What follows belongs to an exercise in optimizing a design on an open flow for small area; a production flow would make more cautious choices. The RTL was checked by simulation tests, not by an equivalence proof against the original design. No activity file was given, so power comes from the tool's default toggle rates.

## config.mk

```make
export PLATFORM = sky130hd
export DESIGN_NAME = param_memory
export DESIGN_NICKNAME = param_memory
export VERILOG_FILES = /design/flow/design.v
export SDC_FILE = /design/flow/constraint.sdc
export NUM_CORES = 4
export LEC_CHECK = 0
export CAP_MARGIN = 20
export CORE_MARGIN = 2
export CORE_UTILIZATION = 40
export SLEW_MARGIN = 20
```

## constraint.sdc

```tcl
create_clock -name core_clock -period 5.0 [get_ports {clk_i}]
set_input_delay 1.0000 -clock core_clock [delete_from_list [all_inputs] [get_ports {clk_i}]]
set_output_delay 1.0000 -clock core_clock [all_outputs]
set_load 0.01 [all_outputs]
```

## design.v

```verilog
module param_memory #(
   parameter int WIDTH      = 32,
   parameter int DEPTH      = 48,
   parameter int ADDR_WIDTH = 6,
   parameter int RD_LATENCY = 2,
   parameter int RESET_MEM  = 1
) (
   input  logic                  clk_i,
   input  logic                  rst_i,
   input  logic                  valid_i,
   output logic                  ready_o,
   input  logic                  wr_rd_i,
   input  logic [ADDR_WIDTH-1:0] addr_i,
   input  logic [WIDTH-1:0]      wdata_i,
   input  logic [WIDTH/8-1:0]    wstrb_i,
   output logic                  rvalid_o,
   output logic [WIDTH-1:0]      rdata_o,
   output logic                  rerr_o,
   input  logic                  rready_i
);
   localparam int NBYTES = WIDTH / 8;
   typedef enum logic [1:0] {
      IDLE,
      RD_WAIT,
      RESP
   } state_t;
   state_t             state_q, state_d;
   logic               ready_q, ready_d;
   logic               rvalid_q, rvalid_d;
   logic               rerr_q, rerr_d;
   logic [WIDTH-1:0]   rdata_q, rdata_d;
   logic [WIDTH-1:0]   pend_data_q, pend_data_d;
   logic               pend_err_q, pend_err_d;
   logic [2:0]         cnt_q, cnt_d;
   logic [WIDTH-1:0]   mem_q [DEPTH];
   logic [WIDTH-1:0]   mem_d [DEPTH];
   logic               accept;
   logic               in_range;
   logic [WIDTH-1:0]   rd_word;
   always_comb begin
      in_range = 32'(addr_i) < DEPTH;
      rd_word  = '0;
      for (int i = 0; i < DEPTH; i++) begin
         if (addr_i == ADDR_WIDTH'(i)) begin
            rd_word = mem_q[i];
         end
      end
   end
   assign accept = valid_i && ready_q;
   always_comb begin
      state_d     = state_q;
      ready_d     = ready_q;
      rvalid_d    = rvalid_q;
      rerr_d      = rerr_q;
      rdata_d     = rdata_q;
      pend_data_d = pend_data_q;
      pend_err_d  = pend_err_q;
      cnt_d       = cnt_q;
      for (int i = 0; i < DEPTH; i++) begin
         mem_d[i] = mem_q[i];
      end
      case (state_q)
         IDLE: begin
            ready_d = 1'b1;
            if (accept) begin
               ready_d     = 1'b0;
               pend_err_d  = !in_range;
               pend_data_d = (!wr_rd_i && in_range) ? rd_word : '0;
               cnt_d       = '0;
               if (wr_rd_i) begin
                  state_d = RESP;
                  for (int i = 0; i < DEPTH; i++) begin
                     if (addr_i == ADDR_WIDTH'(i)) begin
                        for (int k = 0; k < NBYTES; k++) begin
                           if (wstrb_i[k]) begin
                              mem_d[i][8*k +: 8] = wdata_i[8*k +: 8];
                           end
                        end
                     end
                  end
               end else begin
                  state_d = (RD_LATENCY > 1) ? RD_WAIT : RESP;
               end
            end
         end
         RD_WAIT: begin
            cnt_d = cnt_q + 3'd1;
            if (cnt_q == 3'(RD_LATENCY - 2)) begin
               state_d = RESP;
            end
         end
         RESP: begin
            if (!rvalid_q) begin
               rvalid_d = 1'b1;
               rdata_d  = pend_data_q;
               rerr_d   = pend_err_q;
            end else if (rready_i) begin
               rvalid_d = 1'b0;
               rerr_d   = 1'b0;
               ready_d  = 1'b1;
               state_d  = IDLE;
            end
         end
         default: begin
            state_d = IDLE;
         end
      endcase
   end
   always_ff @(posedge clk_i) begin
      if (!rst_i) begin
         state_q     <= IDLE;
         ready_q     <= 1'b0;
         rvalid_q    <= 1'b0;
         rerr_q      <= 1'b0;
         rdata_q     <= '0;
         pend_data_q <= '0;
         pend_err_q  <= 1'b0;
         cnt_q       <= '0;
         if (RESET_MEM != 0) begin
            for (int i = 0; i < DEPTH; i++) begin
               mem_q[i] <= '0;
            end
         end
      end else begin
         state_q     <= state_d;
         ready_q     <= ready_d;
         rvalid_q    <= rvalid_d;
         rerr_q      <= rerr_d;
         rdata_q     <= rdata_d;
         pend_data_q <= pend_data_d;
         pend_err_q  <= pend_err_d;
         cnt_q       <= cnt_d;
         for (int i = 0; i < DEPTH; i++) begin
            mem_q[i] <= mem_d[i];
         end
      end
   end
   assign ready_o  = ready_q;
   assign rvalid_o = rvalid_q;
   assign rdata_o  = rdata_q;
   assign rerr_o   = rerr_q;
endmodule
```

## run.sh

```bash
#!/bin/bash
# synth_recipe.tcl (not shown) runs the flow's synth.tcl, then flattens the netlist and writes it again
# the make line also repeats each setting of config.mk as NAME=value (left out here)
make -C /OpenROAD-flow-scripts/flow DESIGN_CONFIG=/design/flow/config.mk WORK_HOME=/design/flow/orfs CLKGATE_MAP_FILE= SYNTH_SCRIPT=/design/flow/synth_recipe.tcl finish
```

==> flow_summary.yaml, run 1 <==
outcome:
  status: "finished clean"
synthesis:
  yosys.cell_types.count: 93
  ys.flop_type: "dfxtp_1"
  synth_common_cells: "3554 x nand2_1, 1609 x dfxtp_1, 1573 x a21boi_0, 390 x clkbuf_1, 374 x nor2_1"
  avgSynthCellArea_sq_um: 7.81
  synthCells: 9320
  yosys_register_bits: 1609
  synth_mux_area_share_pct: 1.13
  synth_top_family_by_area: "compound AO/OA/AOI/OAI gates"
  synthXorXnorAreaFrac_pct: 0
  async_flop_share_pct: 0
  synth_area_sq_um: 72800
  ys_warn_count: 3
  syn-num-nets: 9369
  synth_top_area_share_pct: 44.3
  ys_seq_area_share_pct: 44.3
  synth_edf_count: 0
  synth_compound_gate_area_share_pct: 27.0
  post-synth-top-count-cell: "nand2_1"
  synth_area_leaders: "dfxtp_1 44%, nand2_1 18%, a21boi_0 16%"
  synthAdderAreaFrac_pct: 0.0344
  yosys.area.top_type: "dfxtp_1"
  synth-simple-area-share_pct: 23.4
floorplanning:
  rows: 156
  die_h_microns: 431
  core-area_sq_um: 181000
  ios: 82
  dieArea_sq_um: 185000
  start_util_pct: 40.3
  die_x_microns: 431
sta:
  period_minus_slack_ps: 4350
  setup_ws_ps: 650
  hold_violations: 0
  finalClockSkew_ps: 38.2
  setup_viol: 0
  rsz0062_at_grt: "no"
  period_share_pct: 87.0
  tightest_slew_ps: 1230
  drv_slew: 0
  slew_headroom_pct: 17.9
  tns_ps: 0
  timing.fmax_mhz: 230
cts:
  cts.sinks: 1609
  clockBufferDepth: 3
  postCtsSetupBuffers: 0
  numCtsBuffers: 178
  postCtsResizedCells: 0
  htree_levels: 4
  clk_pin_slew_ps: 60
  cts_tree: "built"
  clk_latency_ps: 840
  cts_root_buffer: "clkbuf_16"
  hold_buffers: 0
setup_path:
  r2r_cells: 8
  cp_cell_sequence: "buf_2 -> buf_4 -> nand4bb_1 -> nor2_4 -> a22o_1 -> a211oi_1 -> nand2_1 -> or4_1 -> a31oi_1 -> o21ai_1"
  critPathArrivalTime_ps: 5030
  critPathSlowestCell: "or4_1"
  crit_required_ps: 5680
  critPathKind: "in2reg"
  path_depth: 10
  start_kind: "primary input"
  crit_path_max_incr_delay_ps: 770
  cp-end-kind: "flip-flop"
  crit_family: "simple AND/OR/NAND/NOR gates"
  cp_max_fo: 19
  crit_buf_inv: 2
placed_design:
  post-place-ws_ps: 35.0
  hpwl_microns: 222000
  port_buffers: 81
  placed_cells: 11400
  gp_congestion: 0.986
routing:
  wl_per_cell_microns: 27.7
  firstDrtPassIters: 7
  vias_per_cell: 6.02
  num_vias: 70800
  drc_errors: 0
  drt_iter0_markers: 9719
  wirelength_microns: 326000
  detail-route-antenna-nets: 0
cells_and_area:
  multi_input_area_sq_um: 37800
  fillCellCount: 17800
  syn2layout_area_growth_pct: 12.8
  regArea_sq_um: 32200
  utilization_pct: 45.4
  stdcell_count: 11800
  drive_gt1_share_pct: 8.11
  fin_nets: 9289
grt:
  grt_pass1_vias: 65400
  antenna_found_initial: 25
  grt_use_total_pct: 33.8
  grt-ovfl-total: 0
  grt_first_pass_wirelength_microns: 466000
  grt_start_max_net_pins: 223
power_and_ir_drop:
  p_per_area_nw_per_um2: 337
  leakage_uw: 0.0262
  ir_drop_uv: 302
worst_hold_path:
  hp-class: "reg2reg"
  holdPathStages: 2
flow_run:
  drv_cap: 0
==> cell families (layout without fill, tap and decap cells) <==
logic type	Yosys count	in the layout
other	0	11
adders and majority gates	2	2
AOI/OAI and AO/OA	2708	2708
buffers and inverters	671	731
and+or+nand+nor	4257	4257
DFF	1609	1609
muxes	73	73
==> where the power goes <==
part	internal (uW)	switching, uW
Combinational	414	1170
Sequential	12800	14.8
Clock	7590	5680
==> per-layer routing <==
metal | GRT usage (%) | vias up | part of all wire (%)
li1 | - | 31700 | -
met1 | 45.0 | 34100 | 40
met2 | 50.7 | 4073 | 43
met3 | 6.83 | 874 | 10
met4 | 19.4 | 16 | 6.4
met5 | 0 | - | 0.038
==> metrics by stage <==
stage | hold slack, ps | total power (uW) | cell area [sq um]
after detailed placement | 455 | 14600 | 76300
after global placement | 447 | 14600 | 76300
final | 461 | 27700 | 82100
after floorplan | 425 | 13900 | 72800
after CTS | 463 | 27700 | 82100
after global routing | 477 | 28200 | 82100
==> sequential cells by signal, indices dropped and copies added, names as in the netlist <==
| register | flops |
|---|---|
| pend_data_q | 32 |
| rvalid_q | 1 |
| mem_q | 1536 |
| rerr_q | 1 |
| pend_err_q | 1 |
| state_q | 2 |
| ready_q | 1 |
| rdata_q | 32 |
| cnt_q | 3 |
==> tightest hold or removal path: cells and delay by family, from the launching register on <==
family	cells	cell delay, ps
AOI/OAI and AO/OA	1	60
DFF	1	310
and+or+nand+nor	1	50
==> final timing paths <==
path                           startpoint  slack, ps                           to
max                             addr_i[2]        650  pend_data_q[2]$_SDFFE_PN0P_
min          pend_data_q[17]$_SDFFE_PN0P_        460     rdata_q[17]$_SDFFE_PN0P_
max reg2reg       state_q[0]$_SDFFE_PN0P_       1260    mem_q[42][5]$_SDFFE_PN0P_
min reg2reg  pend_data_q[17]$_SDFFE_PN0P_        460     rdata_q[17]$_SDFFE_PN0P_
==> layout by cell type (no fill, tap or decap), types with 19 or more instances in the layout <==
cell type	n
clkdlybuf4s50_1	42
a22o_1	26
a21boi_0	1573
mux2i_1	43
mux2_2	25
nor2_2	19
clkbuf_8	43
buf_4	302
nand2_1	3550
buf_12	21
clkbuf_16	179
nand3_1	93
a221oi_1	54
a222oi_1	31
clkbuf_1	56
buf_2	33
and3_1	32
nor2_1	350
a211oi_1	27
dfxtp_1	1609
o211ai_1	32
nor3_1	32
nor2_4	24
o21ai_0	214
o22ai_1	42
a22oi_1	301
a221o_1	22
clkinv_2	22
nand4_1	39
o221ai_1	39
a21oi_1	202
==> final cells by class <==
class	count	area share [%]
antenna	11	0.0335
clock buffer	277	6.42
clock inverter	43	0.584
inverter	8	0.0366
multi-input combinational	7040	46.0
sequential	1609	39.2
tap	2370	3.61
timing repair buffer	403	4.09
==> run 2: changes to the inputs <==
==> design.v (replaced) <==
module param_memory #(
   parameter int WIDTH      = 32,
   parameter int DEPTH      = 48,
   parameter int ADDR_WIDTH = 6,
   parameter int RD_LATENCY = 2,
   parameter int RESET_MEM  = 1
) (
   input  logic                  clk_i,
   input  logic                  rst_i,
   input  logic                  valid_i,
   output logic                  ready_o,
   input  logic                  wr_rd_i,
   input  logic [ADDR_WIDTH-1:0] addr_i,
   input  logic [WIDTH-1:0]      wdata_i,
   input  logic [WIDTH/8-1:0]    wstrb_i,
   output logic                  rvalid_o,
   output logic [WIDTH-1:0]      rdata_o,
   output logic                  rerr_o,
   input  logic                  rready_i
);
   localparam int NBYTES = WIDTH / 8;
   logic                  ready_q, rvalid_q, rerr_q;
   logic [1:0]            ph_q;
   logic [ADDR_WIDTH-1:0] addr_q;
   logic [WIDTH-1:0]      wdata_q;
   logic [NBYTES-1:0]     wstrb_q;
   logic                  pend_q;                 
   logic [5:0]            rot_q;
   logic [WIDTH-1:0]      rdata_q;
   logic [WIDTH-1:0]      slot_q [DEPTH];
   logic [DEPTH-1:0]      sval_q;
   logic busy, present, in_range;
   assign busy     = ~ready_q & ~rvalid_q;
   assign present  = busy & ph_q[1];
   assign in_range = addr_q < 6'(DEPTH);
   logic [6:0] sum;
   logic [5:0] pos;
   assign sum = {1'b0, addr_q} + {1'b0, rot_q};
   assign pos = (sum >= 7'(DEPTH)) ? 6'(sum - 7'(DEPTH)) : sum[5:0];
   logic [DEPTH-1:0] hit;
   logic [WIDTH-1:0] rd_word;
   logic             rd_val;
   always_comb begin
      rd_word = '0;
      rd_val  = 1'b0;
      for (int i = 0; i < DEPTH; i++) begin
         hit[i]  = (pos == 6'(i));
         rd_word = rd_word | (slot_q[i] & {WIDTH{hit[i]}});
         rd_val  = rd_val | (sval_q[i] & hit[i]);
      end
   end
   logic             commit;
   logic [WIDTH-1:0] wbus;
   logic [NBYTES-1:0] bsel;
   assign commit = pend_q & rst_i;
   always_comb begin
      for (int k = 0; k < NBYTES; k++) begin
         wbus[8*k +: 8] = wdata_q[8*k +: 8] & {8{wstrb_q[k]}};
         bsel[k]        = wstrb_q[k] | ~rd_val;
      end
   end
   always_ff @(posedge clk_i) begin
      for (int i = 0; i < DEPTH; i++) begin
         if (i % 3 == 0) begin
            for (int k = 0; k < NBYTES; k++) begin
               if (commit && hit[(i + DEPTH - 1) % DEPTH] && bsel[k]) begin
                  slot_q[i][8*k +: 8] <= wbus[8*k +: 8];
               end else begin
                  slot_q[i][8*k +: 8] <= slot_q[(i + DEPTH - 1) % DEPTH][8*k +: 8];
               end
            end
            sval_q[i] <= rst_i & (sval_q[(i + DEPTH - 1) % DEPTH] | (commit & hit[(i + DEPTH - 1) % DEPTH]));
         end else begin
            slot_q[i] <= slot_q[(i + DEPTH - 1) % DEPTH];
            sval_q[i] <= rst_i & sval_q[(i + DEPTH - 1) % DEPTH];
         end
      end
   end
   always_ff @(posedge clk_i) begin
      if (!rst_i) begin
         rot_q <= '0;
      end else begin
         rot_q <= (rot_q == 6'(DEPTH - 1)) ? '0 : rot_q + 6'd1;
      end
   end
   always_ff @(posedge clk_i) begin
      if (!rst_i) begin
         ready_q  <= 1'b0;
         rvalid_q <= 1'b0;
         rerr_q   <= 1'b0;
         rdata_q  <= '0;
         ph_q     <= 2'b00;
         pend_q   <= 1'b0;
      end else begin
         if (pend_q && pos % 3 == 2) pend_q <= 1'b0;
         if (ready_q) begin
            addr_q  <= addr_i;
            wdata_q <= wdata_i;
            wstrb_q <= wstrb_i;
            if (valid_i) begin
               ready_q <= 1'b0;
               ph_q    <= {wr_rd_i, 1'b1};
               pend_q  <= wr_rd_i & (addr_i < 6'(DEPTH));
            end
         end
         if (busy) begin
            if (!ph_q[1] && !ph_q[0]) ready_q <= 1'b1;
            if (ph_q[0] && !ph_q[1]) ph_q <= 2'b10;
            if (ph_q[1]) begin
               rvalid_q <= 1'b1;
               rerr_q   <= ~in_range;
               rdata_q  <= (!ph_q[0] && in_range && rd_val) ? rd_word : '0;
            end
         end
         if (rvalid_q && rready_i) begin
            rvalid_q <= 1'b0;
            rerr_q   <= 1'b0;
            ready_q  <= 1'b1;
         end
      end
   end
   assign ready_o  = ready_q;
   assign rvalid_o = rvalid_q;
   assign rdata_o  = rdata_q;
   assign rerr_o   = rerr_q;
endmodule
==> flow_summary.yaml, run 2 <==
outcome:
  status: "finished with violations"
  so_faults: "negative setup slack"
synthesis:
  ys.flop_type: "dfxtp_1"
  synth_top_family_by_area: "compound AO/OA/AOI/OAI gates"
  synth_common_cells: "1628 x dfxtp_1, 513 x o2bb2ai_1, 409 x a22oi_1, 246 x nand2_1, 223 x clkbuf_1"
  synth_edf_count: 42
  async_flop_share_pct: 0
  synthAdderAreaFrac_pct: 0.312
  synthXorXnorAreaFrac_pct: 0.156
  synth_area_sq_um: 50500
  synth-simple-area-share_pct: 7.12
  yosys_register_bits: 1670
  synth_area_leaders: "dfxtp_1 64%, o2bb2ai_1 8.9%, a22oi_1 6.1%"
  avgSynthCellArea_sq_um: 12.4
  synth_compound_gate_area_share_pct: 22.9
  synth_top_area_share_pct: 64.5
  yosys.area.top_type: "dfxtp_1"
  post-synth-top-count-cell: "dfxtp_1"
  synthCells: 4066
  ys_seq_area_share_pct: 67.0
  yosys.cell_types.count: 81
  synth_mux_area_share_pct: 0.0396
  syn-num-nets: 4125
  ys_warn_count: 2
setup_path:
  critPathKind: "reg2reg"
  critPathArrivalTime_ps: 5810
  r2r_cells: 27
  cp-end-kind: "flip-flop"
  r2r-end: "pend_q$_SDFF_PN0_"
  cp_max_fo: 5
  r2r_start: "addr_q[0]$_DFFE_PP_"
  critPathSlowestCell: "edfxtp_1"
  start_kind: "flip-flop"
  reg2reg_slack_ps: -130
  crit_family: "compound AO/OA/AOI/OAI gates"
  critPathMostFrequentCell: "ha_4"
  crit_path_max_incr_delay_ps: 370
  crit_buf_inv: 3
  crit_required_ps: 5680
sta:
  setup_ws_ps: -130
  tightest_slew_ps: 995
  hold_violations: 0
  rsz0062_at_grt: "yes"
  tns_ps: -714
  slew_headroom_pct: 33.7
  finalClockSkew_ps: 32.3
  setup_viol: 48
  drv_slew: 0
  period_share_pct: 103
  timing.fmax_mhz: 195
  period_minus_slack_ps: 5130
grt:
  grt-ovfl-total: 0
  grt_start_max_net_pins: 52
  grt_first_pass_wirelength_microns: 306000
  grt_use_total_pct: 33.4
  grt_pass1_vias: 39600
  antenna_found_initial: 7
cts:
  htree_levels: 4
  clockBufferDepth: 3
  numCtsBuffers: 163
  clk_latency_ps: 810
  clk_pin_slew_ps: 60
  hold_buffers: 0
  cts.sinks: 1670
  cts_tree: "built"
  cts_root_buffer: "clkbuf_16"
floorplanning:
  die_x_microns: 359
  dieArea_sq_um: 129000
  start_util_pct: 40.3
  die_h_microns: 359
  rows: 130
  core-area_sq_um: 126000
  ios: 82
power_and_ir_drop:
  p_sw_uw: 6950
  ir_drop_uv: 264
  p_per_area_nw_per_um2: 457
  internal_power_uw: 21300
  seqPwrFrac_pct: 48.4
  leakage_uw: 0.0222
  power_frac_comb_pct: 7.2
  clockPowerShare_pct: 44.5
  total_power_uw: 28200
  p_sw_share_pct: 24.6
cells_and_area:
  multi_input_area_sq_um: 16200
  final_cell_mix: "1628 x dfxtp_1, 513 x o2bb2ai_1, 409 x a22oi_1"
  reg.largest.list: "slot_q x1536, sval_q x48"
  largest-register: "slot_q"
  fin_nets: 4393
  drive_gt1_share_pct: 16.3
  syn2layout_area_growth_pct: 22.3
  regArea_sq_um: 33900
  utilization_pct: 49.2
  largest_register_ff_count: 1536
  final_common_cell: "dfxtp_1"
  fillCellCount: 11000
worst_hold_path:
  holdPathStages: 0
  hp-class: "reg2reg"
  hold_start: "slot_q[43][17]$_DFF_P_"
  whs_endpoint: "slot_q[44][17]$_DFF_P_"
routing:
  wl_per_cell_microns: 36.6
  wirelength_microns: 224000
  firstDrtPassIters: 10
  detail-route-antenna-nets: 0
  drt_iter0_markers: 7119
  vias_per_cell: 6.70
  drc_errors: 0
  num_vias: 41000
flow_run:
  drv_cap: 0
placed_design:
  hpwl_microns: 127000
  gp_congestion: 0.916
  port_buffers: 81
  post-place-ws_ps: -302
[run 2: cell count changes in the layout (fill, tap and decap cells not counted), sizes merged, moves of 60 or more]
cell | before | now
nand2 | 3558 | 286
a21boi | 1573 | 32
o2bb2ai | 4 | 513
nor2 | 400 | 43
o21ai | 224 | 13
a21oi | 202 | 52
a22oi | 304 | 409
nand4 | 39 | 111
a22o | 26 | 95
a222oi | 31 | 91
[run 2: cells by family (layout without fill, tap and decap cells)]
| group | count (synthesis) | count (layout) |
|---|---|---|
| AO/OA/AOI/OAI | 1404 | 1404 |
| XOR/XNOR | 9 | 9 |
| adder cells (fa/ha/maj) | 12 | 12 |
| buffers and inverters | 300 | 692 |
| flip-flops | 1670 | 1670 |
| multiplexers | 2 | 2 |
| other | 0 | 9 |
| AND/OR/NAND/NOR | 669 | 669 |
[run 2: power by group through the flow]
stage	registers, uW	clock network, uW	logic (uW)
2_1_floorplan	13900	0	840
3_3_place_gp	14000	0	1870
3_5_place_dp	14000	0	1870
4_1_cts	13700	12500	1930
5_1_grt	13700	13100	2060
6_report	13700	12600	2020
[run 2: repair_timing]
item,CTS,global route
pin swaps,18,8
setup endpoints to repair,545,545
buffers inserted,8,3
gates resized for setup,14,6
cloned,0,0
[run 2: how the worst max path moves through the flow]
stage / cells past startpoint / to / slack (ps) / startpoint
2_1_floorplan: 30 / pend_q$_SDFF_PN0_ / -510 / addr_q[0]$_DFFE_PP_
3_3_place_gp: 29 / pend_q$_SDFF_PN0_ / -210 / addr_q[0]$_DFFE_PP_
3_5_place_dp: 29 / pend_q$_SDFF_PN0_ / -300 / addr_q[0]$_DFFE_PP_
4_1_cts: 29 / pend_q$_SDFF_PN0_ / -180 / addr_q[0]$_DFFE_PP_
5_1_grt: 27 / pend_q$_SDFF_PN0_ / -330 / addr_q[0]$_DFFE_PP_
6_report: 27 / pend_q$_SDFF_PN0_ / -130 / addr_q[0]$_DFFE_PP_
[run 2: final cells by class]
cell class	count	share of cell area (%)
flip-flops and latches	1670	54.7
multi-input cells	2096	26.2
clock buffers	232	7.64
repair buffers	390	6.85
well taps	1650	3.34
clock inverters	57	1.09
inverters	13	0.0911
diodes	9	0.0364
[run 2: per-layer routing]
| layer | share of wire, % | track usage, % | wire (microns) | up-vias |
|---|---|---|---|---|
| li1 | - | - | - | 16200 |
| met1 | 38 | 42.7 | 84600 | 20200 |
| met2 | 42 | 49.3 | 94600 | 3597 |
| met3 | 13 | 10.4 | 29900 | 941 |
| met4 | 6.5 | 20.0 | 14500 | 2 |
| met5 | 0.0067 | 0 | 15 | - |
[run 2: per-stage QoR]
step | area [sq um] | hold WS (ps) | std cells
after floorplan | 50700 | 327 | 4066
after global placement | 56200 | 333 | 5808
after detailed placement | 56200 | 335 | 5808
after CTS | 61800 | 332 | 6105
after global routing | 61800 | 341 | 6109
final | 61800 | 334 | 6117

-- separate check: timing with driven ports --
How much do the figures lean on ideal ports? The routed layouts below were timed once more, with nothing changed but the port constraints.
Step 1 (the two cells are an assumption about what drives the block):
set clk [get_ports {clk_i}]
set_driving_cell -lib_cell sky130_fd_sc_hd__clkbuf_16 $clk
set_driving_cell -lib_cell sky130_fd_sc_hd__buf_2 [delete_from_list [all_inputs] $clk]
Step 2 times the ports against the registers' clock, not the clock port: input delays grow and output delays shrink by t, the midpoint of the rising clock arrivals with the driver on.
a / b / c = ideal ports / drivers / drivers and shift; a / b = the first two.
| run | t, ns | setup slack, ns | clock arrival spread, ns |
|---|---|---|---|
| run 1 | 0.909 | 0.650 / 0.583 / -0.325 | 0.039 / 0.039 |
| run 2 | 0.874 | -0.130 / -0.130 / -0.130 | 0.038 / 0.038 |
With both steps, setup timing fails in run 1, where it was met with ideal ports. For run 1, which loses most, drivers alone change the setup slack by -0.067 ns; drivers and shift together by -0.975 ns.
